This design comes from an exercise in tuning for small area, a short achievable clock period and few clock cycles per item on the open sky130 flow, not from production work. No functional check of the RTL was part of any run shown here. Power and IR drop assume default switching activity.

==> flow/design.v <==
`default_nettype none
package vdc_pkg;
    localparam int ADC_W      = 10;
    localparam int ACC_W      = 13;    
    localparam int CNT_W      = 3;
    localparam int FUNC_W     = 2;
    localparam int SW_W       = 4;
    localparam int VAL_W      = 7;
    localparam int DUTY_W     = 7;
    localparam int SEG_W      = 8;
    localparam int PERIOD_W   = 16;
    localparam int PL_W       = 10;    
    localparam int OPD_W      = 11;    
    localparam int CFG_IDX_W  = 3;
    localparam int CFG_DATA_W = 16;
    localparam logic [PERIOD_W-1:0] PERIOD_RST = 16'd25000;
    localparam logic [DUTY_W-1:0]   LEVEL0_RST = 7'd3;
    localparam logic [DUTY_W-1:0]   LEVEL1_RST = 7'd15;
    localparam logic [DUTY_W-1:0]   LEVEL2_RST = 7'd40;
    localparam logic [DUTY_W-1:0]   LEVEL3_RST = 7'd90;
    localparam logic [ACC_W-1:0] ACC_BIAS = 13'd120;
    localparam logic [FUNC_W-1:0] FUNC_SAMPLE  = 2'd0;
    localparam logic [FUNC_W-1:0] FUNC_REFRESH = 2'd1;
    localparam logic [FUNC_W-1:0] FUNC_SWITCH  = 2'd2;
    localparam logic [FUNC_W-1:0] FUNC_NONE    = 2'd3;
    function automatic logic [SEG_W-2:0] glyph(input logic [3:0] d);
        case (d)
            4'd0:    glyph = 7'h77;
            4'd1:    glyph = 7'h41;
            4'd2:    glyph = 7'h3B;
            4'd3:    glyph = 7'h6B;
            4'd4:    glyph = 7'h4D;
            4'd5:    glyph = 7'h6E;
            4'd6:    glyph = 7'h7E;
            4'd7:    glyph = 7'h43;
            4'd8:    glyph = 7'h7F;
            4'd9:    glyph = 7'h6F;
            4'd10:   glyph = 7'h5F;
            4'd11:   glyph = 7'h7C;
            4'd12:   glyph = 7'h36;
            4'd13:   glyph = 7'h79;
            4'd14:   glyph = 7'h3E;
            default: glyph = 7'h1E;
        endcase
    endfunction
    function automatic logic [SEG_W-1:0] refresh_seg(input logic t, input logic [VAL_W-1:0] v);
        logic [15:0] x;
        logic [3:0]  tens;
        x = {9'd0, v};
        for (int i = 0; i < 7; i++) begin
            if (x[10:7] >= 4'd5)  x[10:7]  = x[10:7] + 4'd3;
            if (x[14:11] >= 4'd5) x[14:11] = x[14:11] + 4'd3;
            x = x << 1;
        end
        tens = x[15] ? x[14:11] + 4'd10 : x[14:11];
        refresh_seg = {t, glyph(t ? tens : x[10:7])};
    endfunction
endpackage
`default_nettype wire
`default_nettype none
import vdc_pkg::*;
module vdc_cfg (
    input  wire logic                    i_clk,
    input  wire logic                    i_rst_n,
    input  wire logic                    i_cfg_we,
    input  wire logic [CFG_IDX_W-1:0]    i_cfg_idx,
    input  wire logic [CFG_DATA_W-1:0]   i_cfg_data,
    input  wire logic                    i_rotate,
    output      logic [PERIOD_W-1:0]     o_period,
    output      logic [4*DUTY_W-1:0]     o_levels
);
    logic [PERIOD_W-1:0] r_period;
    logic [DUTY_W-1:0]   r_level0, r_level1, r_level2, r_level3;
    always_ff @(posedge i_clk) begin
        if (!i_rst_n) begin
            r_period <= PERIOD_RST;
            r_level0 <= LEVEL0_RST;
            r_level1 <= LEVEL1_RST;
            r_level2 <= LEVEL2_RST;
            r_level3 <= LEVEL3_RST;
        end else begin
            if (i_cfg_we && i_cfg_idx == 3'd0) r_period <= i_cfg_data;
            else if (i_rotate)                 r_period <= {r_period[PERIOD_W-2:0], r_period[PERIOD_W-1]};
            if (i_cfg_we && i_cfg_idx == 3'd1) r_level0 <= i_cfg_data[DUTY_W-1:0];
            if (i_cfg_we && i_cfg_idx == 3'd2) r_level1 <= i_cfg_data[DUTY_W-1:0];
            if (i_cfg_we && i_cfg_idx == 3'd3) r_level2 <= i_cfg_data[DUTY_W-1:0];
            if (i_cfg_we && i_cfg_idx == 3'd4) r_level3 <= i_cfg_data[DUTY_W-1:0];
        end
    end
    assign o_period = r_period;
    assign o_levels = {r_level3, r_level2, r_level1, r_level0};
endmodule
`default_nettype wire
`default_nettype none
import vdc_pkg::*;
module vdc_state (
    input  wire logic                 i_clk,
    input  wire logic                 i_rst_n,
    input  wire logic                 i_load,
    input  wire logic [FUNC_W-1:0]    i_func,
    input  wire logic [PL_W-1:0]      i_pl,
    output      logic [FUNC_W-1:0]    o_op,
    output      logic [OPD_W-1:0]     o_opd
);
    logic [ACC_W-1:0]  r_acc;      
    logic [CNT_W-1:0]  r_count;
    logic              r_volt;     
    logic [FUNC_W-1:0] r_op;
    logic [OPD_W-1:0]  r_opd;
    logic [ACC_W:0]    w_acc_sum;
    logic              w_sample, w_last;
    assign w_acc_sum = (ACC_W+1)'(r_acc) + (ACC_W+1)'(i_pl);
    assign w_sample  = (i_func == FUNC_SAMPLE) && r_volt;
    assign w_last    = (r_count == 3'd7);
    always_ff @(posedge i_clk) begin
        if (!i_rst_n) begin
            r_acc   <= ACC_BIAS;
            r_count <= '0;
            r_volt  <= 1'b1;
        end else if (i_load) begin
            if (w_sample) begin
                r_acc   <= w_last ? ACC_BIAS : w_acc_sum[ACC_W-1:0];
                r_count <= r_count + 3'd1;
            end
            if (i_func == FUNC_SWITCH && i_pl[9:8] != 2'd3)
                r_volt <= (i_pl[9:8] == 2'd0);
        end
    end
    always_ff @(posedge i_clk) begin
        if (i_load) begin
            if (i_func == FUNC_SAMPLE) begin
                r_op  <= (w_sample && w_last) ? FUNC_SAMPLE : FUNC_NONE;
                r_opd <= w_acc_sum[ACC_W:3];
            end else begin
                r_op  <= i_func;
                r_opd <= OPD_W'(i_pl);
            end
        end
    end
    assign o_op  = r_op;
    assign o_opd = r_opd;
endmodule
`default_nettype wire
`default_nettype none
import vdc_pkg::*;
module vdc_out (
    input  wire logic                 i_clk,
    input  wire logic                 i_rst_n,
    input  wire logic                 i_load,
    input  wire logic [FUNC_W-1:0]    i_op,
    input  wire logic [OPD_W-1:0]     i_opd,
    input  wire logic                 i_period_we,   
    input  wire logic [PERIOD_W-1:0]  i_period,
    output      logic                 o_busy,
    output      logic [SEG_W-1:0]     o_seg,
    output      logic [DUTY_W-1:0]    o_duty,
    output      logic [VAL_W-1:0]     o_value,
    output      logic [PERIOD_W-1:0]  o_compare
);
    logic [VAL_W-1:0]  r_value;
    logic              r_toggle;
    logic [DUTY_W-1:0] r_duty;
    logic [SEG_W-1:0]  r_seg;      
    logic [PERIOD_W:0] r_q;
    logic [PERIOD_W-1:0] r_qp;
    logic [6:0]        r_rem;
    logic [5:0]        w_a;
    logic [4:0]        w_b;
    logic              w_ge1;
    logic [VAL_W-1:0]  w_avg_val;
    assign w_a       = i_opd[10:5];
    assign w_b       = i_opd[4:0];
    assign w_ge1     = w_a[5] || (w_b >= ~w_a[4:0]);
    assign w_avg_val = (w_a == 6'd31 && w_b == 5'd31) ? 7'd33 : VAL_W'(w_a) + VAL_W'(w_ge1);
    logic [1:0]        w_mode;
    logic [DUTY_W-1:0] w_lv;
    logic              w_lv_zero, w_lv_full;
    assign w_mode    = i_opd[9:8];
    assign w_lv      = i_opd[DUTY_W-1:0];
    assign w_lv_zero = (w_lv == 7'd0);
    assign w_lv_full = (w_lv >= 7'd100);
    logic w_sw, w_set0, w_setp, w_start;
    assign w_sw    = i_load && (i_op == FUNC_SWITCH);
    assign w_set0  = w_sw && (w_mode == 2'd0 || (w_mode == 2'd2 && w_lv_zero));
    assign w_setp  = w_sw && (w_mode == 2'd1 || (w_mode == 2'd2 && w_lv_full));
    assign w_start = i_period_we || (w_sw && w_mode == 2'd2 && !w_lv_zero && !w_lv_full);
    always_ff @(posedge i_clk) begin
        if (!i_rst_n) begin
            r_value  <= '0;
            r_toggle <= 1'b0;
            r_duty   <= '0;
            r_seg    <= '0;
        end else if (i_load) begin
            case (i_op)
                FUNC_SAMPLE: r_value <= w_avg_val;
                FUNC_REFRESH: begin
                    r_toggle <= !r_toggle;
                    r_seg    <= vdc_pkg::refresh_seg(r_toggle, r_value);
                end
                FUNC_SWITCH: case (w_mode)
                    2'd0: r_duty <= 7'd0;
                    2'd1: r_duty <= 7'd100;
                    2'd2: begin
                        r_duty  <= w_lv_full ? 7'd100 : w_lv;
                        r_value <= w_lv;
                    end
                    default: ;
                endcase
                default: ;
            endcase
        end
    end
    logic [8:0] w_t;
    logic [1:0] w_k;
    logic [8:0] w_rem;
    assign o_busy = !r_q[PERIOD_W];
    assign w_t    = {1'b0, r_rem, 1'b0} + (i_period[PERIOD_W-1] ? {2'b00, r_duty} : 9'd0);
    always_comb begin
        if (w_t >= 9'd200) begin
            w_k   = 2'd2;
            w_rem = w_t - 9'd200;
        end else if (w_t >= 9'd100) begin
            w_k   = 2'd1;
            w_rem = w_t - 9'd100;
        end else begin
            w_k   = 2'd0;
            w_rem = w_t;
        end
    end
    always_ff @(posedge i_clk) begin
        if (!i_rst_n) begin
            r_q <= {1'b1, {PERIOD_W{1'b0}}};
        end else if (w_start) begin
            r_q <= {{PERIOD_W{1'b0}}, 1'b1};
        end else if (w_set0) begin
            r_q <= {1'b1, {PERIOD_W{1'b0}}};
        end else if (w_setp) begin
            r_q <= {1'b1, i_period};
        end else if (o_busy) begin
            r_q <= (w_k == 2'd2) ? {r_qp, 1'b0} : {r_q[PERIOD_W-1:0], w_k[0]};
        end
    end
    always_ff @(posedge i_clk) begin
        if (w_start) begin
            r_qp  <= 16'd2;
            r_rem <= '0;
        end else if (o_busy) begin
            r_qp  <= (w_k == 2'd0) ? {r_q[PERIOD_W-2:0], 1'b1} : {r_qp[PERIOD_W-2:0], w_k[1]};
            r_rem <= w_rem[6:0];
        end
    end
    assign o_seg     = r_seg;
    assign o_duty    = r_duty;
    assign o_value   = r_value;
    assign o_compare = r_q[PERIOD_W-1:0];
endmodule
`default_nettype wire
`default_nettype none
import vdc_pkg::*;
module voltmeter_display_controller_core (
    input  wire logic                           i_clk,
    input  wire logic                           i_rst_n,
    input  wire logic                           i_cfg_we,
    input  wire logic [vdc_pkg::CFG_IDX_W-1:0]  i_cfg_idx,
    input  wire logic [vdc_pkg::CFG_DATA_W-1:0] i_cfg_data,
    input  wire logic                           i_in_valid,
    output      logic                           o_in_ready,
    input  wire logic [vdc_pkg::FUNC_W-1:0]     i_in_func,
    input  wire logic [9:0]                     i_in_sample,
    input  wire logic [vdc_pkg::SW_W-1:0]       i_in_switches,
    output      logic                           o_out_valid,
    input  wire logic                           i_out_ready,
    output      logic [vdc_pkg::SEG_W-1:0]      o_out_segments,
    output      logic                           o_out_digit_high,
    output      logic [vdc_pkg::DUTY_W-1:0]     o_out_duty_percent,
    output      logic [vdc_pkg::PERIOD_W-1:0]   o_out_compare_count,
    output      logic [vdc_pkg::VAL_W-1:0]      o_out_shown_value
);
    logic [PERIOD_W-1:0]  w_period;
    logic [4*DUTY_W-1:0]  w_levels;
    logic                 w_busy;
    logic                 r_m_valid, r_k_valid, r_p_valid, r_s_pend;
    logic                 w_take, w_adv1, w_adv2;
    assign o_out_valid = r_s_pend && !w_busy;
    assign w_adv2      = r_p_valid && !w_busy && (!r_s_pend || i_out_ready);
    assign w_adv1      = r_m_valid && (!r_p_valid || w_adv2);
    assign o_in_ready  = !r_k_valid;
    assign w_take      = i_in_valid && !r_k_valid;
    always_ff @(posedge i_clk) begin
        if (!i_rst_n) begin
            r_m_valid <= 1'b0;
            r_k_valid <= 1'b0;
            r_p_valid <= 1'b0;
            r_s_pend  <= 1'b0;
        end else begin
            if (w_adv1) begin
                r_m_valid <= r_k_valid || w_take;
                r_k_valid <= 1'b0;
            end else if (w_take) begin
                r_m_valid <= 1'b1;
                r_k_valid <= r_m_valid;
            end
            if (w_adv1)      r_p_valid <= 1'b1;
            else if (w_adv2) r_p_valid <= 1'b0;
            if (w_adv2)                          r_s_pend <= 1'b1;
            else if (o_out_valid && i_out_ready) r_s_pend <= 1'b0;
        end
    end
    logic [FUNC_W-1:0]    r_m_func,  r_k_func;
    logic [PL_W-1:0]      r_m_pl,    r_k_pl;
    logic [PL_W-1:0]      w_in_pl;
    logic [DUTY_W-1:0]    w_in_lv;
    assign w_in_lv = w_levels[i_in_switches[3:2]*DUTY_W +: DUTY_W];
    assign w_in_pl = (i_in_func == FUNC_SWITCH) ? {i_in_switches[1:0], 1'b0, w_in_lv}
                                                : i_in_sample;
    always_ff @(posedge i_clk) begin
        if (w_adv1 ? !r_k_valid : !r_m_valid) begin
            r_m_func <= i_in_func;
            r_m_pl   <= w_in_pl;
        end else if (w_adv1) begin
            r_m_func <= r_k_func;
            r_m_pl   <= r_k_pl;
        end
        if (!r_k_valid) begin
            r_k_func <= i_in_func;
            r_k_pl   <= w_in_pl;
        end
    end
    logic w_period_we;
    assign w_period_we = i_cfg_we && (i_cfg_idx == 3'd0);
    vdc_cfg u_cfg (
        .i_clk      (i_clk),
        .i_rst_n    (i_rst_n),
        .i_cfg_we   (i_cfg_we),
        .i_cfg_idx  (i_cfg_idx),
        .i_cfg_data (i_cfg_data),
        .i_rotate   (w_busy),
        .o_period   (w_period),
        .o_levels   (w_levels)
    );
    logic [FUNC_W-1:0]   w_op;
    logic [OPD_W-1:0]    w_opd;
    logic [SEG_W-1:0]    w_seg;
    logic [DUTY_W-1:0]   w_duty;
    logic [VAL_W-1:0]    w_value;
    logic [PERIOD_W-1:0] w_compare;
    vdc_state u_state (
        .i_clk      (i_clk),
        .i_rst_n    (i_rst_n),
        .i_load     (w_adv1),
        .i_func     (r_m_func),
        .i_pl       (r_m_pl),
        .o_op       (w_op),
        .o_opd      (w_opd)
    );
    vdc_out u_out (
        .i_clk       (i_clk),
        .i_rst_n     (i_rst_n),
        .i_load      (w_adv2),
        .i_op        (w_op),
        .i_opd       (w_opd),
        .i_period_we (w_period_we),
        .i_period    (w_period),
        .o_busy      (w_busy),
        .o_seg       (w_seg),
        .o_duty      (w_duty),
        .o_value     (w_value),
        .o_compare   (w_compare)
    );
    assign o_out_segments      = w_seg;
    assign o_out_digit_high    = w_seg[SEG_W-1];
    assign o_out_duty_percent  = w_duty;
    assign o_out_compare_count = w_compare;
    assign o_out_shown_value   = w_value;
endmodule
`default_nettype wire
==> flow/run.sh <==
#!/bin/bash
# synth_recipe.tcl (not shown) runs the flow's synth.tcl, then flattens the netlist and writes it again
# the make line also repeats each setting of config.mk as NAME=value (left out here)
make -C /OpenROAD-flow-scripts/flow DESIGN_CONFIG=/design/flow/config.mk WORK_HOME=/design/flow/orfs CLKGATE_MAP_FILE= SYNTH_SCRIPT=/design/flow/synth_recipe.tcl finish
==> flow/config.mk <==
export PLATFORM = sky130hd
export DESIGN_NAME = voltmeter_display_controller_core
export DESIGN_NICKNAME = voltmeter_display_controller_core
export VERILOG_FILES = /design/flow/design.v
export SDC_FILE = /design/flow/constraint.sdc
export NUM_CORES = 4
export LEC_CHECK = 0
export ABC_CLOCK_PERIOD_IN_PS = 2000
export CAP_MARGIN = 20
export CORE_MARGIN = 2
export CORE_UTILIZATION = 40
export SETUP_SLACK_MARGIN = 5
export SLEW_MARGIN = 20
==> flow/constraint.sdc <==
create_clock -name core_clock -period 8.0 [get_ports {i_clk}]
set_input_delay 1.6000 -clock core_clock [delete_from_list [all_inputs] [get_ports {i_clk}]]
set_output_delay 1.6000 -clock core_clock [all_outputs]
set_load 0.01 [all_outputs]
==> results of run 1 <==
[state kept, by name (all words and copies together), names as in the netlist, 2 cells and up]
name,flops
u_cfg.r_level0,7
u_out.r_duty,7
u_state.r_op,2
u_out.r_q,17
u_out.r_rem,7
u_out.r_seg,8
u_cfg.r_period,16
u_out.r_qp,16
u_cfg.r_level3,7
u_state.r_opd,11
u_state.r_count,3
u_cfg.r_level1,7
r_k_pl,10
r_m_func,2
r_k_func,2
r_m_pl,10
u_cfg.r_level2,7
u_state.r_acc,13
u_out.r_value,7
[metal layers]
| layer | vias up | GRT usage | wire, um |
|---|---|---|---|
| met3 | 33 | 0.0352 | 940 |
| met1 | 3897 | 0.255 | 11500 |
| li1 | 4031 | - | - |
| met4 | 0 | 0.0583 | 483 |
| met2 | 172 | 0.312 | 11600 |
| met5 | - | 0 | 0 |
[cell type report]
type / count / area, um2
Fill cell: 2166 / 10900
Clock inverter: 12 / 114
Multi-Input combinational cell: 794 / 6170
Clock buffer: 20 / 479
Sequential cell: 165 / 3720
Inverter: 45 / 184
Tap cell: 319 / 399
Timing Repair Buffer: 149 / 1550
[timing repair]
| action | in CTS | in global routing |
|---|---|---|
| setup buffers | 39 | 18 |
| pin swaps | 35 | 27 |
| gates cloned | 7 | 1 |
| endpoints found under the setup margin | 133 | 85 |
| hold buffers | 0 | 0 |
| resized for setup | 99 | 69 |
[cell usage in the layout (no fill, tap or decap), types with 8 or more instances in the layout]
master | netlist | routed
clkbuf_16 | 0 | 19
nand3_1 | 33 | 31
a21o_1 | 10 | 9
nand2_1 | 151 | 148
edfxtp_1 | 37 | 37
nor2_1 | 88 | 81
a21oi_1 | 40 | 34
o21ai_1 | 3 | 8
o211a_1 | 16 | 16
nor2b_1 | 31 | 24
clkdlybuf4s50_1 | 0 | 60
ha_4 | 0 | 10
mux2_2 | 24 | 21
o211ai_1 | 8 | 8
dfxtp_2 | 0 | 14
dfxtp_1 | 128 | 107
a221oi_2 | 1 | 12
o21ai_0 | 41 | 28
and2_1 | 16 | 12
mux2i_1 | 63 | 59
nor3_1 | 29 | 24
buf_6 | 3 | 9
a21boi_0 | 26 | 22
dlygate4sd2_1 | 0 | 11
ha_1 | 50 | 35
xnor2_1 | 17 | 14
inv_1 | 43 | 36
buf_4 | 18 | 47
a22oi_1 | 8 | 8
[path summary, 6_finish.rpt]
kind	end	depth (start not counted)
max reg2reg	u_out.r_seg[3]$_SDFFE_PN0P_	25
min	u_out.r_seg[6]$_SDFFE_PN0P_	2
min reg2reg	u_out.r_seg[6]$_SDFFE_PN0P_	2
max	u_out.r_seg[3]$_SDFFE_PN0P_	25
[kinds of logic (layout without fill, tap and decap cells)]
kind of cell | after synthesis | in the layout | synth area share
xor+xnor | 22 | 22 | 0.0208
mux | 95 | 95 | 0.111
simple gates | 394 | 395 | 0.189
buf+inv | 119 | 226 | 0.0563
compound gates | 228 | 230 | 0.172
flops | 165 | 165 | 0.381
fa+ha+maj | 52 | 52 | 0.0690
[power groups by stage]
stage	registers (mW)	logic [mW]	clock network (mW)
2_1_floorplan	0.948	0.287	0
3_3_place_gp	0.966	0.361	0
3_5_place_dp	0.966	0.364	0
4_1_cts	0.945	0.424	0.837
5_1_grt	0.952	0.538	0.874
6_report	0.946	0.492	0.823
[worst register-to-register path, cell delays in order, from the launching register on]
cell and delay, ps:
dfxtp_4 360, inv_4 40, ha_4 150, o21ai_4 170
xnor2_4 110, ha_2 180, nand2b_4 150, a32oi_4 290
xnor2_2 180, clkinv_2 140, ha_4 190, nand2b_4 140
nand2_4 70, mux2i_4 80, inv_1 90, ha_2 170
inv_2 40, ha_4 160, a21oi_4 140, mux2i_2 310
a311o_1 210, o31ai_4 90, or2_4 270, or4_4 470
a221oi_2 220, a21oi_1 60
==> run notes, run 1 <==
- The flow ran to the end and the layout has no timing, DRC or antenna violations.
- The biggest area consumer among synthesized cells is dfxtp_1.
- After global routing the overflow that remains totals 0.
- The final period utilization is 0.569.
- The chip width is 159 um.
- Counting stages on the worst path, the most repeated cell is ha_4.
- The clock passes through at most 2 buffers.
- The leading cell type by number of instances after synthesis is nand2_1.
- The clock-pin slew of the registers on the worst-case setup and hold paths is about 70 ps.
- Of the total power, combinational logic draws 0.218.
- Once detail routing completed, the nets flagged for antenna violations numbered 0.
- The count of synthesis-stage warnings from yosys is 4.
- The relative slew slack is 0.438.
- TritonCTS built the clock tree.
- Of the total power, the share spent switching nets is 0.285.
- The reg-to-reg startpoint is u_out.r_value[5]$_SDFFE_PN0P_.
- The wire-length estimate of the detail-placed layout is 15.5 mm.
- The most critical setup path has its startpoint at u_out.r_value[5]$_SDFFE_PN0P_.
- After routing the design area is 12,600 um2.
- In the routed layout, each cell is associated on average with a via count of 5.41.
- The slack of the worst reg-to-reg path is between 3000 and 4000 ps.
- The tightest hold margin is 460 ps.
- The via count of the first global-routing pass is around 7,700.
- The power density relative to cell area is between 150 and 200 nW/um2.
- Counting every sink on the clock net gives 165.
- Static timing analysis puts the maximum clock frequency at 220 MHz.
- The total of endpoints with negative setup slack in the final report is 0.
- The slowest stage of the critical path is the or4_4 cell.
- The number of different library cells in the post-synthesis netlist is 81.
- The initial antenna violation count is 0.
- The count of antenna diodes in the layout is 0.
- The floorplan die height is 159 um.
- The initial core utilization is 0.410.
- In this run, synthesis produced a sequential element count of 165.
- Of all nets on the critical path, the largest fanout is 5.
- Data on the critical path arrives at its endpoint at 4870 ps.
- The global-route usage over all layers is 0.190.
- The number of nets in the synthesized netlist is 1,167.
- The critical path's top delay family is compound AO/OA/AOI/OAI gates.
- The cell count after synthesis came out at 1,075.
- Summed over all nets, the switching power comes to 0.644 mW.
- Buffers placed on the I/O ports in this run total 80.
- Buffers inserted during clock tree synthesis total 17.
- The hold violation count in the final report is 0.
- At the end of the flow the core is filled with cells to 0.536.
- IR analysis of the VDD net gives a maximum drop of 161 uV.
- STA classifies the critical path startpoint as a flop.
- The max-cap violation count is 0.
- The die area is 25,400 um2.
- Setup repair after global routing could not meet its margin everywhere.
- The core region is around 24,000 um2.
- The max-slew violation total from the final report was 0.
- The critical path is of the reg -> reg type.
- The most used flip-flop cell after synthesis is dfxtp_1.
- The setup clock skew after layout is 7.88 ps.
- Entering global routing, the biggest net connects 50 pins.
- The level count of the clock H-tree is 4.
- The number of buffers and inverters on the critical path is 4.
- In this run, synthesis inferred 37 flip-flops with an integrated enable.
- The largest stage delay on the critical path is 470 ps.
- For this run, the detailed router's first-pass iteration total came to 5.
- The fraction of final layout cells with drive strength greater than 1 is 0.236.
- The path class of the lowest-slack min-delay path is reg -> reg.
- The wire length per cell after detailed routing is 16.4 um.
- The via count of the routed design is roughly 8,100.
- For the pin with the worst max-slew slack, the measured transition is 843 ps.
- The total power of the final layout is about 2.3 mW.
- The root buffer cell is clkbuf_16.
- The leakage power total is 5.42 nW.
- The required time at the endpoint of the critical path is 8320 ps.
- The wire length of the first global-routing pass is 39.5 mm.
- The worst min-delay path startpoint is u_out.r_seg[6]$_SDFFE_PN0P_.
- After synthesis, the mean cell area works out to 8.97 um2.
- The type of destination of the critical path is a flop.
- The clock network latency to the later pin of the worst-skew pair is 430 ps.
- After detailed placement, the design holds a cell count of ~1,400.
- Timing analysis after detailed placement gives a worst setup slack of about 2800 ps.
- The post-detailed-route DRC marker count is 0.
- For the final routed database, the setup TNS stands at 0 ps.
- Routability-driven placement finished with a final weighted congestion of 0.847.
- The total wire length is 24.6 mm.
- In this run, the number of DRC markers left after iteration 0 of detailed routing was between 500 and 600.
- The sequential element share of the synthesized area is 0.381.
- The cell area reported after detailed placement is 10,800 um2.
- The layout-stage area growth over the synthesis result is 30.8%.
- The share of async-settable or async-resettable flops after synthesis is 0.
- The final setup slack of the worst path is approximately 3400 ps.
- The net count of the finished layout is 1,264.
- The total number of placement rows is 56.
- The post-route minimum period is approximately 4600 ps.
- The internal power summed over all cells is between 1.5 and 2 mW.
- Excluding fillers, the count of instances in the completed layout stands at 1,504.
- The share of total power dissipated in the clock network is 0.364.
- Sorting the synthesized cells by area gives the leading types as dfxtp_1 (27%), edfxtp_1 (12%), mux2i_1 (6.5%).
- Counting instances in the post-synthesis netlist gives the leading cell types as nand2_1 (151), dfxtp_1 (128), nor2_1 (88), mux2i_1 (63), ha_1 (50).
- The area share of the largest cell type after synthesis is 0.266.
- The number of I/O pins is between 80 and 90.
- The netlist area before placement is 9640 um2.
- Of the total power, registers draw 0.418.
==> run 2, diff against run 1 <==
--- a/flow/config.mk
+++ b/flow/config.mk
@@ -9,5 +9,8 @@
 export CAP_MARGIN = 20
 export CORE_MARGIN = 2
 export CORE_UTILIZATION = 40
+export CTS_BUF_LIST = sky130_fd_sc_hd__clkbuf_4 sky130_fd_sc_hd__clkbuf_8
+export CTS_CLUSTER_DIAMETER = 60
+export CTS_CLUSTER_SIZE = 40
 export SETUP_SLACK_MARGIN = 5
 export SLEW_MARGIN = 20
==> run notes, run 2 <==
- The most common cell type on the critical path is ha_4.
- The chip width was 159 um (unchanged).
- The post-detailed-route DRC marker count is 0 (unchanged).
- The setup clock skew after layout is 12.5 ps (+4.66 ps).
- The maximum clock frequency is 219 MHz (-0.22%).
- Setup repair after global routing could not meet its margin everywhere.
- The top flip-flop cell by instance count after synthesis is dfxtp_1.
- The leading cell type by number of instances after synthesis is nand2_1.
- The remaining antenna violation count is 0 (unchanged).
- The cell area reported after detailed placement is 10,800 um2 (unchanged).
- The maximum number of pins on one net before global-route repair is 50 (unchanged).
- The placed cell count is 1,407 (unchanged).
- The post-synth net total was 1,167 (unchanged).
- The TritonCTS clock tree is built.
- The number of different library cells in the post-synthesis netlist is 81 (unchanged).
- The layout-stage area growth over the synthesis result is 28.2%.
- The residual overflow from global routing is 0 (unchanged).
- The via count of the first global-routing pass is 7,658 (-0.22%).
- In the layout the commonest cells are nand2_1 (147), dfxtp_1 (106), nor2_1 (81).
- The fraction of final layout cells with drive strength greater than 1 is 0.234 (-0.00219).
- The commonest cells after synthesis are nand2_1 (151), dfxtp_1 (128), nor2_1 (88), mux2i_1 (63), ha_1 (50).
- The total negative slack is 0 ps (unchanged).
- The global-route usage over all layers was 0.191 (+0.000934).
- The final period utilization is 0.570 (+0.00126).
- The netlist area before placement came to 9640 um2 (unchanged).
- The critical path start-end classification is reg -> reg.
- The power density relative to cell area is 167 nW/um2 (-7.1%).
- The initial core utilization came to 0.410 (unchanged).
- The largest stage delay on the critical path was 470 ps (about the same).
- The tightest hold margin is 468 ps (+8.33 ps).
- The leakage power total was 5.39 nW (-0.58%).
- The estimated wirelength of the detail-placed design came to 15.5 mm (unchanged).
- The total iterations of the first detailed-routing run was 6 (+1).
- The flip-flop count of the largest register, all copies and words added came to 17 (unchanged).
- The final setup slack of the worst path is 3440 ps (-10.1 ps).
- The final net count is 1,258 (-0.47%).
- The per-instance average area after synthesis is 8.97 um2 (unchanged).
- The placement-stage worst setup slack is 2830 ps (unchanged).
- The final core area utilization was 0.525 (-0.0107).
- The register containing the most flip-flops in the final layout is u_out.r_q.
- The sequential element share of the synthesized area is 0.381 (unchanged).
- The wire length per cell after detailed routing is 16.3 um (-0.51%).
- The final estimated routing congestion in global placement was 0.847 (unchanged).
- The total power of the final layout is 2.06 mW (-8.9%).
- The count of synthesis-stage warnings from yosys is 4 (unchanged).
- For this design, the slowest cell found on the critical path is or4_4.
- The kind of start point of the critical path is a flop.
- The slew at the pin closest to its max-slew limit is 866 ps (+23.1 ps).
- The wire length of the first global-routing pass is 39.7 mm (+0.51%).
- The max-cap violation count is 0 (unchanged).
- After synthesis, the cell types taking the most area are dfxtp_1 (27%), edfxtp_1 (12%), mux2i_1 (6.5%).
- The highest fanout seen on the critical path came to 5 (unchanged).
- The total CTS buffers is 17 (unchanged).
- The total core area is 23,500 um2 (unchanged).
- The mean number of vias per cell came to 5.37 (-0.77%).
- The critical path's top delay family is compound AO/OA/AOI/OAI gates.
- The cell count after synthesis was 1,075 (unchanged).
- The total number of placement rows was 56 (unchanged).
- The count of input and output buffers came to 80 (unchanged).
- The data arrival time of the critical path is 4930 ps (+60 ps).
- The total of endpoints with negative setup slack in the final report is 0 (unchanged).
- The clock-pin slew of the registers on the worst-case setup and hold paths was 90 ps (+20 ps).
- The deepest clock path buffer count was 2 (unchanged).
- The level count of the clock H-tree is 4 (unchanged).
- The die area came to 25,400 um2 (unchanged).
- The library cell used most frequently in the layout, excluding fill and tap cells, is nand2_1.
- The relative slew slack is 0.420 (-0.0180).
- The initial antenna violation count was 0 (unchanged).
- The number of I/O pins is 81 (unchanged).
- The final design instance area without fill is 12,400 um2 (-2.0%).
- The type of destination of the critical path is a flop.
- The number of hold buffers added after CTS was 0 (unchanged).
- The share of async-settable or async-resettable flops after synthesis is 0 (unchanged).
- The hold violation count in the final report was 0 (unchanged).
- The largest registers in the layout are u_out.r_q (17), u_cfg.r_period (16), u_out.r_qp (16).
- The required time at the endpoint of the critical path is 8370 ps (+50 ps).
- The tree is rooted in a clkbuf_8.
- The number of buffers and inverters on the critical path is 4 (unchanged).
- The clock network latency to the later pin of the worst-skew pair was 470 ps (+40 ps).
- The count of antenna diodes in the layout is 0 (unchanged).
- The post-route minimum period came to 4560 ps (+10.1 ps).
- The peak supply drop came to 105 uV (-35%).
- The max-slew violation total from the final report is 0 (unchanged).
- The area share of the largest cell type after synthesis is 0.266 (unchanged).
- The biggest area consumer among synthesized cells is dfxtp_1.
- The worst hold path belongs to the class reg -> reg.
- The count of state elements after synthesis is 165 (unchanged).
- The total wire length was 24.4 mm (-0.91%).
- The number of flops mapped to enable cells by yosys is 37 (unchanged).
- The floorplan die height was 159 um (unchanged).
- The run finished with no timing, DRC or antenna violations.
- The initial detailed-routing violation count is 504 (-4.5%).
- The clock sink count is 165 (unchanged).
- The via count of the routed design is 8,038 (-1.2%).
- The final cell count without fillers is 1,498 (-0.40%).
[run 2: cell counts after synthesis]
Identical to the previous run, type by type.
[run 2: cell type report]
| class | instances | area [um2] |
|---|---|---|
| Fill cell | 2184 | 11200 |
| Multi-Input combinational cell | 792 | 6130 |
| Sequential cell | 165 | 3720 |
| Timing Repair Buffer | 145 | 1520 |
| Tap cell | 319 | 399 |
| Clock buffer | 18 | 241 |
| Inverter | 45 | 184 |
| Clock inverter | 14 | 174 |
[run 2: what timing repair did]
item,in CTS,in global routing
resized for setup,129,55
setup buffers,42,10
setup endpoints to repair,125,75
gates cloned,7,0
hold endpoints to repair,0,0
pin swaps,35,29
[run 2: routing by layer]
layer / routed length [um] / GRT usage
met1: 11600 / 0.257
met2: 11500 / 0.318
met3: 881 / 0.0313
met4: 446 / 0.0558
met5: 0 / 0
[run 2: power breakdown]
group | internal, mW | switching, mW | total, mW
clock | 0.317 | 0.331 | 0.648
combinational | 0.227 | 0.239 | 0.467
sequential | 0.902 | 0.0425 | 0.945
total | 1.45 | 0.613 | 2.06
[run 2: kinds of logic (layout without fill, tap and decap cells)]
family                   Yosys count  after routing  synth area share
flip-flops                       165            165             0.381
AO/OA/AOI/OAI                    228            229             0.172
XOR/XNOR                          22             22            0.0208
buffers and inverters            119            222            0.0563
adder cells (fa/ha/maj)           52             52            0.0690
AND/OR/NAND/NOR                  394            394             0.189
multiplexers                      95             95             0.111
[run 2: worst min-delay path, stage by stage, from the launching register on]
cell and delay, ps:
dfxtp_1 340, nand2_1 50, o21ai_0 60
[run 2: worst paths after layout]
path / endpoint / start / slack (ps) / depth (start not counted)
worst max register to register: u_out.r_seg[3]$_SDFFE_PN0P_ / u_out.r_value[5]$_SDFFE_PN0P_ / 3440 / 25
worst min register to register: u_out.r_seg[6]$_SDFFE_PN0P_ / u_out.r_seg[6]$_SDFFE_PN0P_ / 470 / 2
worst max-delay path: u_out.r_seg[3]$_SDFFE_PN0P_ / u_out.r_value[5]$_SDFFE_PN0P_ / 3440 / 25
worst min-delay path: u_out.r_seg[6]$_SDFFE_PN0P_ / u_out.r_seg[6]$_SDFFE_PN0P_ / 470 / 2
==> run 3, diff against run 2 <==
--- a/flow/design.v
+++ b/flow/design.v
@@ -44,16 +44,33 @@
         endcase
     endfunction
     function automatic logic [SEG_W-1:0] refresh_seg(input logic t, input logic [VAL_W-1:0] v);
-        logic [15:0] x;
-        logic [3:0]  tens;
-        x = {9'd0, v};
-        for (int i = 0; i < 7; i++) begin
-            if (x[10:7] >= 4'd5)  x[10:7]  = x[10:7] + 4'd3;
-            if (x[14:11] >= 4'd5) x[14:11] = x[14:11] + 4'd3;
-            x = x << 1;
-        end
-        tens = x[15] ? x[14:11] + 4'd10 : x[14:11];
-        refresh_seg = {t, glyph(t ? tens : x[10:7])};
+        logic [3:0] q;
+        logic [2:0] r, u;
+        logic       ge;
+        logic [3:0] tens, ones;
+        case (v[6:3])
+            4'd0:    begin q = 4'd0;  r = 3'd0; end
+            4'd1:    begin q = 4'd0;  r = 3'd4; end
+            4'd2:    begin q = 4'd1;  r = 3'd3; end
+            4'd3:    begin q = 4'd2;  r = 3'd2; end
+            4'd4:    begin q = 4'd3;  r = 3'd1; end
+            4'd5:    begin q = 4'd4;  r = 3'd0; end
+            4'd6:    begin q = 4'd4;  r = 3'd4; end
+            4'd7:    begin q = 4'd5;  r = 3'd3; end
+            4'd8:    begin q = 4'd6;  r = 3'd2; end
+            4'd9:    begin q = 4'd7;  r = 3'd1; end
+            4'd10:   begin q = 4'd8;  r = 3'd0; end
+            4'd11:   begin q = 4'd8;  r = 3'd4; end
+            4'd12:   begin q = 4'd9;  r = 3'd3; end
+            4'd13:   begin q = 4'd10; r = 3'd2; end
+            4'd14:   begin q = 4'd11; r = 3'd1; end
+            default: begin q = 4'd12; r = 3'd0; end
+        endcase
+        u    = r + {1'b0, v[2:1]};
+        ge   = (u >= 3'd5);
+        tens = q + {3'd0, ge};
+        ones = {ge ? u - 3'd5 : u, v[0]};
+        refresh_seg = {t, glyph(t ? tens : ones)};
     endfunction
 endpackage
 `default_nettype wire
--- a/flow/config.mk
+++ b/flow/config.mk
@@ -9,8 +9,5 @@
 export CAP_MARGIN = 20
 export CORE_MARGIN = 2
 export CORE_UTILIZATION = 40
-export CTS_BUF_LIST = sky130_fd_sc_hd__clkbuf_4 sky130_fd_sc_hd__clkbuf_8
-export CTS_CLUSTER_DIAMETER = 60
-export CTS_CLUSTER_SIZE = 40
 export SETUP_SLACK_MARGIN = 5
 export SLEW_MARGIN = 20
==> run notes, run 3 <==
- The leakage power total is 5.27 nW (-2.3%).
- The share of async-settable or async-resettable flops after synthesis is 0 (unchanged).
- The slew at the pin closest to its max-slew limit is 813 ps (-53.1 ps).
- In the layout the commonest cells are nand2_1 (124), dfxtp_1 (120), nor2_1 (79).
- The total number of placement rows is 56 (unchanged).
- The max-slew violation total from the final report is 0 (unchanged).
- The wire length per cell after detailed routing came to 18.0 um (+10%).
- The run finished with no timing, DRC or antenna violations.
- The estimated wirelength of the detail-placed design is 16.6 mm (+6.8%).
- The mean number of vias per cell was 5.52 (+2.8%).
- The number of I/O pins is 81 (unchanged).
- The total power of the final layout was 2.48 mW (+21%).
- The number of fill cells came to 2,121 (-2.9%).
- The number of hold buffers added after CTS is 0 (unchanged).
- The total CTS buffers came to 17 (unchanged).
- The post-route minimum period was 3170 ps (-1390 ps).
- The deepest clock path buffer count is 2 (unchanged).
- The setup clock skew after layout is 13.8 ps (+1.29 ps).
- The worst setup path is captured at a flop.
- The maximum number of pins on one net before global-route repair was 51 (+2.0%).
- The register containing the most flip-flops in the final layout is u_out.r_q.
- The netlist area before placement came to 9630 um2 (-0.10%).
- The proportion of power drawn by combinational gates was 0.246 (+0.019).
- The worst setup path is launched from an input pin.
- The die area is 25,300 um2 (-0.10%).
- The synthesized design spends more area on one cell type than any other, namely dfxtp_1.
- The path depth of the worst reg2reg path is 20 (-20%).
- The total negative slack is 0 ps (unchanged).
- The critical path's top delay family is compound AO/OA/AOI/OAI gates.
- The initial antenna violation count is 1 (+1).
- The per-instance average area after synthesis was 9.03 um2 (+0.65%).
- The final estimated routing congestion in global placement is 0.849 (+0.26%).
- The count of state elements after synthesis is 171 (+3.6%).
- In the synthesized netlist, the cells that appear most often are nand2_1 (135), dfxtp_1 (134), nor2_1 (85), a21oi_1 (71), nand3_1 (61).
- The data arrival time of the critical path is 3500 ps (-1430 ps).
- The power density relative to cell area is 194 nW/um2 (+17%).
- The top flip-flop cell by instance count after synthesis is dfxtp_1.
- Setup repair after global routing could not meet its margin everywhere.
- The area share of the largest cell type after synthesis was 0.278 (+0.0127).
- The chip width was 159 um (about the same).
- The power dissipated by switching net loads is 0.735 mW (+20%).
- The required time at the endpoint of the critical path is 8330 ps (-40 ps).
- The flip-flop count of the largest register, all copies and words added is 17 (unchanged).
- The share of power burned in the clock network is 0.350 (+0.035).
- The remaining antenna violation count is 0 (unchanged).
- The cell count after synthesis is 1,067 (-0.74%).
- The reg-to-reg startpoint is u_state.r_opd[5]$_DFFE_PP_.
- The via count of the first global-routing pass was 7,803 (+1.9%).
- The post-synth net total is 1,160 (-0.60%).
- The highest fanout seen on the critical path is 4 (-1).
- The final period utilization is 0.396 (-0.174).
- The total of endpoints with negative setup slack in the final report came to 0 (unchanged).
- The register share of total power was 0.404 (-0.055).
- The clock network latency to the later pin of the worst-skew pair was 440 ps (-30 ps).
- The critical path in this run is classified as in -> reg.
- The hold violation count in the final report is 0 (unchanged).
- The peak supply drop came to 155 uV (+47%).
- The destination of the worst hold path is u_cfg.r_level1[4]$_SDFFE_PN0P_.
- The hold path depth is 2 (unchanged).
- The TritonCTS clock tree is built.
- The tightest min-delay check is of the reg -> reg type.
- The count of antenna diodes in the layout is 0 (unchanged).
- The critical path goes through buf_4 -> and2b_4 -> a2111oi_4 -> buf_4 -> mux2i_2 -> nor2_2 -> inv_2 -> buf_4 -> ha_2 -> o21ai_1 -> a222oi_1.
- The clock-pin slew of the registers on the worst-case setup and hold paths came to 70 ps (-20 ps).
- The clock sink count is 171 (+3.6%).
- The total iterations of the first detailed-routing run is 6 (unchanged).
- The post-detailed-route DRC marker count came to 0 (unchanged).
- The count of synthesis-stage warnings from yosys is 4 (unchanged).
- The global-route usage over all layers is 0.209 (+0.0176).
- The relative slew slack was 0.456 (+0.0360).
- The residual overflow from global routing is 0 (unchanged).
- The count of input and output buffers is 80 (unchanged).
- Leaving out fill and tap cells, the most frequent cell in the layout is nand2_1.
- The slowest stage of the critical path is the a2111oi_4 cell.
- The number of buffers and inverters on the critical path is 4 (unchanged).
- In the post-synthesis netlist, the biggest area contributors are dfxtp_1 (28%), edfxtp_1 (12%), ha_1 (6.5%).
- The largest registers in the layout are u_out.r_q (17), u_cfg.r_period (16), u_out.r_qp (16).
- The total core area is 23,500 um2 (unchanged).
- The initial core utilization is 0.409 (-0.000425).
- The number of flops mapped to enable cells by yosys was 37 (unchanged).
- The internal power summed over all cells is 1.75 mW (+21%).
- The total wire length is 27.0 mm (+11%).
- The wire length of the first global-routing pass is 42.7 mm (+7.7%).
- The initial detailed-routing violation count was 646 (+28%).
- The most numerous cell type found on the critical path is buf_4.
- The largest stage delay on the critical path is 310 ps (-160 ps).
- The max-cap violation count is 0 (unchanged).
- The fraction of final layout cells with drive strength greater than 1 came to 0.241 (+0.00641).
- The maximum clock frequency is 315 MHz (+44%).
- The via count of the routed design is 8,295 (+3.2%).
- The final net count is 1,265 (+0.56%).
- Compared with the post-synthesis result, the final layout area differs by 32.7%.
- In this run the most critical hold path is launched from u_cfg.r_level1[4]$_SDFFE_PN0P_.
- The floorplan die height is 159 um (about the same).
- The sequential element share of the synthesized area is 0.394 (+0.0129).
- The number of different library cells in the post-synthesis netlist is 80 (-1.2%).
- The slack of the worst reg-to-reg path is 4890 ps (+1450 ps).
- The switching share of power is 0.296 (-0.00164).
- In this run the clock root is driven by a clkbuf_16.
- In the post-synthesis netlist, the cell with the most instances is nand2_1.
- The level count of the clock H-tree is 4 (unchanged).
-- run 3: cell types whose count changed after synthesis, sizes merged, moves of 10 or more --
| cell | change |
|---|---|
| and3 | +14 |
| a21oi | +30 |
| nor3 | -12 |
| o211ai | +13 |
| a221oi | -18 |
| a211oi | +22 |
| a21boi | -25 |
| inv | -13 |
| nand2 | -16 |
| nand3 | +28 |
| o211a | -13 |
| mux2i | -10 |
| nor2b | -17 |
-- run 3: per-stage QoR --
step / cell area (um2) / std cells / utilization / worst slack, ps / hold WS (ps)
detailed placement: 10700 / 1397 / 0.455 / 3240 / 446
global route: 12800 / 1504 / 0.543 / 4710 / 465
global placement: 10700 / 1397 / 0.455 / 3290 / 438
CTS: 12400 / 1487 / 0.527 / 4850 / 456
finish: 12800 / 1504 / 0.543 / 4830 / 457
floorplan: 9910 / 1067 / - / 4460 / 433
-- run 3: how the worst max path moves through the flow --
stage                                    start                         end  slack, ps  depth (start not counted)
floorplan                          i_out_ready                        flop       4460                          9
global placement                   i_out_ready  u_out.r_q[14]$_SDFFE_PP0P_       3290                          9
detailed placement                 i_out_ready   u_out.r_q[1]$_SDFFE_PP0P_       3240                          9
CTS                 u_state.r_opd[5]$_DFFE_PP_                        flop       4850                         20
global route        u_state.r_opd[5]$_DFFE_PP_                        flop       4710                         20
finish                             i_out_ready                        flop       4830                         11
-- run 3: power by group through the flow --
| stage | registers (mW) | logic, mW | clock network, mW |
|---|---|---|---|
| final | 1.00 | 0.611 | 0.870 |
| after global routing | 1.01 | 0.658 | 0.919 |
| after CTS | 1.00 | 0.554 | 0.882 |
| after detailed placement | 1.02 | 0.425 | 0 |
| after global placement | 1.02 | 0.422 | 0 |
| after floorplan | 1.00 | 0.341 | 0 |
-- run 3: kinds of logic (layout without fill, tap and decap cells) --
| family | after synthesis | in the layout | share of synthesized area |
|---|---|---|---|
| AND/OR/NAND/NOR | 395 | 396 | 0.192 |
| AO/OA/AOI/OAI | 242 | 244 | 0.178 |
| flip-flops | 171 | 171 | 0.394 |
| buffers and inverters | 104 | 219 | 0.0491 |
| multiplexers | 84 | 84 | 0.0995 |
| adder cells (fa/ha/maj) | 53 | 53 | 0.0712 |
| XOR/XNOR | 18 | 18 | 0.0164 |
-- run 3: cell type report --
class	count	area (um2)	area share
inverters	31	128	0.00998
flip-flops and latches	171	3820	0.299
well taps	319	399	0.0312
clock inverters	15	184	0.0144
clock buffers	17	425	0.0333
multi-input cells	795	6150	0.481
repair buffers	156	1680	0.131
-- run 3: metal layers --
layer	routed length, um	share of wire	track usage	vias up
met2	12500	0.46	0.329	213
met1	12900	0.48	0.290	3975
met4	484	0.018	0.0727	2
li1	-	-	-	4075
met3	1110	0.041	0.0346	30
met5	8	0.00030	0	-
-- run 3: repair_timing --
action	4_1_cts	5_1_grt
pin swaps	48	33
buffers inserted	49	16
gates cloned	9	1
setup endpoints to repair	159	83
resized for setup	141	66
-- run 3: worst min-delay path: stages, from the launching register on --
cell,delay (ps)
dfxtp_1,310
nand2_1,50
a21oi_1,50
==> run 4, diff against run 3 <==
--- a/flow/config.mk
+++ b/flow/config.mk
@@ -9,5 +9,8 @@
 export CAP_MARGIN = 20
 export CORE_MARGIN = 2
 export CORE_UTILIZATION = 40
+export CTS_BUF_LIST = sky130_fd_sc_hd__clkbuf_4 sky130_fd_sc_hd__clkbuf_8
+export CTS_CLUSTER_DIAMETER = 60
+export CTS_CLUSTER_SIZE = 40
 export SETUP_SLACK_MARGIN = 5
 export SLEW_MARGIN = 20
==> run notes, run 4 <==
- The run finished with no timing, DRC or antenna violations.
- The critical path starts at i_out_ready.
- In the final layout, the registers with the most flip-flops are u_out.r_q (17), u_cfg.r_period (16), u_out.r_qp (16).
- After synthesis, the cell types taking the most area are dfxtp_1 (28%), edfxtp_1 (12%), ha_1 (6.5%).
- For this design, the slowest cell found on the critical path is a222oi_1.
- The max-cap violation count is 0 (unchanged).
- The die area is 25,300 um2 (unchanged).
- The number of I/O pins is 81 (unchanged).
- The residual overflow from global routing is 0 (unchanged).
- The level count of the clock H-tree was 4 (unchanged).
- The total of endpoints with negative setup slack in the final report is 0 (unchanged).
- The netlist area before placement is 9630 um2 (unchanged).
- The count of state elements after synthesis came to 171 (unchanged).
- The total negative slack is 0 ps (unchanged).
- The remaining antenna violation count is 0 (unchanged).
- The hold path depth is 2 (unchanged).
- The tree is rooted in a clkbuf_8.
- The critical path's top delay family is compound AO/OA/AOI/OAI gates.
- The cell area reported after detailed placement is 10,700 um2 (unchanged).
- The fraction of final layout cells with drive strength greater than 1 is 0.246 (+0.00505).
- The count of antenna diodes in the layout is 0 (unchanged).
- The final estimated routing congestion in global placement was 0.849 (unchanged).
- The final design instance area without fill was 12,500 um2 (-2.1%).
- The layout-stage area growth over the synthesis result is 30.0%.
- The cell count after synthesis was 1,067 (unchanged).
- The clock sink count came to 171 (unchanged).
- The number of gates on the worst path with buffers counted is 11 (unchanged).
- The number of buffers and inverters on the critical path was 3 (-1).
- The top flip-flop cell by instance count after synthesis is dfxtp_1.
- The hold violation count in the final report is 0 (unchanged).
- The reg-to-reg startpoint is u_state.r_opd[5]$_DFFE_PP_.
- By count the netlist is led by nand2_1 (135), dfxtp_1 (134), nor2_1 (85), a21oi_1 (71), nand3_1 (61).
- The wire length per cell after detailed routing is 17.8 um (-0.75%).
- The library cells used most frequently in the layout, excluding fill and tap cells, are nand2_1 (125), dfxtp_1 (112), nor2_1 (79).
- The final net count came to 1,261 (-0.32%).
- The number of different library cells in the post-synthesis netlist is 80 (unchanged).
- The final core area utilization came to 0.532 (-0.0113).
- The register containing the most flip-flops in the final layout is u_out.r_q.
- The max-slew violation total from the final report was 0 (unchanged).
- The number of flops mapped to enable cells by yosys was 37 (unchanged).
- The initial core utilization is 0.409 (unchanged).
- The floorplan die height is 159 um (unchanged).
- The biggest area contributor in the post-synthesis netlist is dfxtp_1.
- The path class of the lowest-slack min-delay path is reg -> reg.
- The per-instance average area after synthesis is 9.03 um2 (unchanged).
- The total CTS buffers was 17 (unchanged).
- The flip-flop count of the largest register, all copies and words added came to 17 (unchanged).
- The final period utilization is 0.398 (+0.00146).
- The data arrival time of the critical path is 3540 ps (+40 ps).
- The peak supply drop is 99.7 uV (-35%).
- The kind of start point of the critical path is an input pin.
- The relative slew slack came to 0.431 (-0.0250).
- The deepest clock path buffer count is 2 (unchanged).
- The via count of the routed design is 8,272 (-0.28%).
- The global-route usage over all layers is 0.207 (-0.00185).
- The clock network latency to the later pin of the worst-skew pair was 470 ps (+30 ps).
- The tightest hold margin is 458 ps (+1.10 ps).
- The count of input and output buffers is 80 (unchanged).
- The post-synth net total is 1,160 (unchanged).
- The sequential element share of the synthesized area is 0.394 (unchanged).
- The wire length of the first global-routing pass is 42.5 mm (-0.55%).
- The type of destination of the critical path is a flop.
- The estimated wirelength of the detail-placed design is 16.6 mm (unchanged).
- The worst min-delay path startpoint is u_cfg.r_level3[5]$_SDFFE_PN0P_.
- The mean number of vias per cell was 5.51 (about the same).
- The via count of the first global-routing pass came to 7,807 (+0.051%).
- The path depth of the worst reg2reg path came to 18 (-10%).
- The area share of the largest cell type after synthesis was 0.278 (unchanged).
- The maximum clock frequency is 314 MHz (-0.37%).
- The post-route minimum period was 3180 ps (+11.7 ps).
- The total core area is 23,500 um2 (unchanged).
- The count of synthesis-stage warnings from yosys came to 4 (unchanged).
- The share of async-settable or async-resettable flops after synthesis is 0 (unchanged).
- The library cell used most frequently in the layout, excluding fill and tap cells, is nand2_1.
- The maximum number of pins on one net before global-route repair is 51 (unchanged).
- The setup clock skew after layout is 18.5 ps (+4.63 ps).
- The clock-pin slew of the registers on the worst-case setup and hold paths is 100 ps (+30 ps).
- The leakage power total came to 5.05 nW (-4.2%).
- The chip width is 159 um (unchanged).
- The total power of the final layout is 2.26 mW (-8.9%).
- The initial detailed-routing violation count is 585 (-9.4%).
- The signal on the critical path passes through buf_4 -> and2b_2 -> a2111oi_4 -> buf_4 -> buf_4 -> o221ai_4 -> nor2_4 -> ha_4 -> nand2_2 -> o21ai_1 -> a222oi_1.
- The highest fanout seen on the critical path is 4 (unchanged).
- Setup repair after global routing could not meet its margin everywhere.
- The slew at the pin closest to its max-slew limit is 850 ps (+37.4 ps).
- The total iterations of the first detailed-routing run is 5 (-1).
- The initial antenna violation count is 1 (unchanged).
- The total number of placement rows is 56 (unchanged).
- The post-detailed-route DRC marker count is 0 (unchanged).
- The total wire length is 26.8 mm (-1.0%).
- The leading cell type by number of instances after synthesis is nand2_1.
- The TritonCTS clock tree is built.
- The largest stage delay on the critical path is 340 ps (+30 ps).
- The critical path start-end classification is in -> reg.
- The required time at the endpoint of the critical path came to 8360 ps (+30 ps).
- The most common cell type on the critical path is buf_4.
- The power density relative to cell area came to 181 nW/um2 (-7.0%).
-- run 4: routing by layer --
metal	vias up	track usage	share of wire
met1	3944	0.288	0.47
met3	38	0.0406	0.045
met4	2	0.0620	0.019
met5	-	0	0.00030
li1	4065	-	-
met2	223	0.325	0.46
-- run 4: cell families (layout without fill, tap and decap cells) --
| group | after synthesis | in the layout | share of synthesized area |
|---|---|---|---|
| adders and majority gates | 53 | 53 | 0.0712 |
| buffers and inverters | 104 | 215 | 0.0491 |
| and+or+nand+nor | 395 | 396 | 0.192 |
| DFF | 171 | 171 | 0.394 |
| xor gates and xnor gates | 18 | 18 | 0.0164 |
| muxes | 84 | 84 | 0.0995 |
| AOI/OAI and AO/OA | 242 | 244 | 0.178 |
-- run 4: cell type report --
class | instances | area, um2
Fill cell | 2176 | 11000
Multi-Input combinational cell | 795 | 6150
Sequential cell | 171 | 3830
Timing Repair Buffer | 152 | 1590
Tap cell | 319 | 399
Clock buffer | 17 | 234
Clock inverter | 15 | 184
Inverter | 31 | 130
-- run 4: worst min-delay path, delay by kind of cell, from the launching register on --
family | cells | cell delay (ps)
compound gates | 1 | 50
flops | 1 | 320
simple gates | 1 | 50
-- run 4: worst paths after layout --
| kind | end | slack (ps) |
|---|---|---|
| max | flop | 4820 |
| min | u_cfg.r_level3[5]$_SDFFE_PN0P_ | 460 |
| max reg2reg | flop | 4820 |
| min reg2reg | u_cfg.r_level3[5]$_SDFFE_PN0P_ | 460 |
-- run 4: where the power goes --
group          leakage, nW  total [mW]  internal [mW]  switching (mW)
Clock                0.200       0.658          0.313           0.345
Combinational         3.37       0.603          0.300           0.303
Sequential            1.48        1.00          0.946          0.0563
Total                 5.05        2.26           1.56           0.704
-- run 4: through the flow --
| stage | worst slack, ps | cells |
|---|---|---|
| floorplan | 4460 | 1067 |
| global placement | 3290 | 1397 |
| detailed placement | 3240 | 1397 |
| CTS | 4840 | 1482 |
| global route | 4730 | 1500 |
| finish | 4820 | 1500 |
-- run 4: timing repair --
| action | in CTS | in global routing |
|---|---|---|
| endpoints found under the setup margin | 151 | 85 |
| setup buffers | 44 | 17 |
| gates cloned | 9 | 1 |
| hold buffers | 0 | 0 |
| pin swaps | 44 | 42 |
| gates resized for setup | 162 | 61 |

port drivers added, routing unchanged:
How much do the figures lean on ideal ports? The routed layouts below were timed once more, with nothing changed but the port constraints. Step 1 (the two cells are an assumption about what drives the block):
set clk [get_ports {i_clk}]
set_driving_cell -lib_cell sky130_fd_sc_hd__clkbuf_16 $clk
set_driving_cell -lib_cell sky130_fd_sc_hd__buf_2 [delete_from_list [all_inputs] $clk]
Step 2 moves the port delays by t, midway between the first and last clock arrival at a register: inputs arrive t later, outputs are due t later. That takes back most of the time a late clock gives input paths. a / b / c = ideal / step 1 / step 2; a / b = the first two.
| run | t, ns | setup WS [ns] | worst setup path at the end | pins driven straight from the clock port |
|---|---|---|---|---|
| run 1 | 0.470 | 3.448 / 3.448 / 3.448 | register to register | 1 |
| run 2 | 0.506 | 3.438 / 3.438 / 3.438 | register to register | 1 |
| run 3 | 0.478 | 4.829 / 4.845 / 4.367 | input to register | 1 |
| run 4 | 0.502 | 4.817 / 4.822 / 4.328 | input to register | 1 |
After both steps setup and hold are still met in every run listed. The setup slack of run 4, which loses most, moves by +0.005 ns with the drivers and by -0.489 ns with both steps.
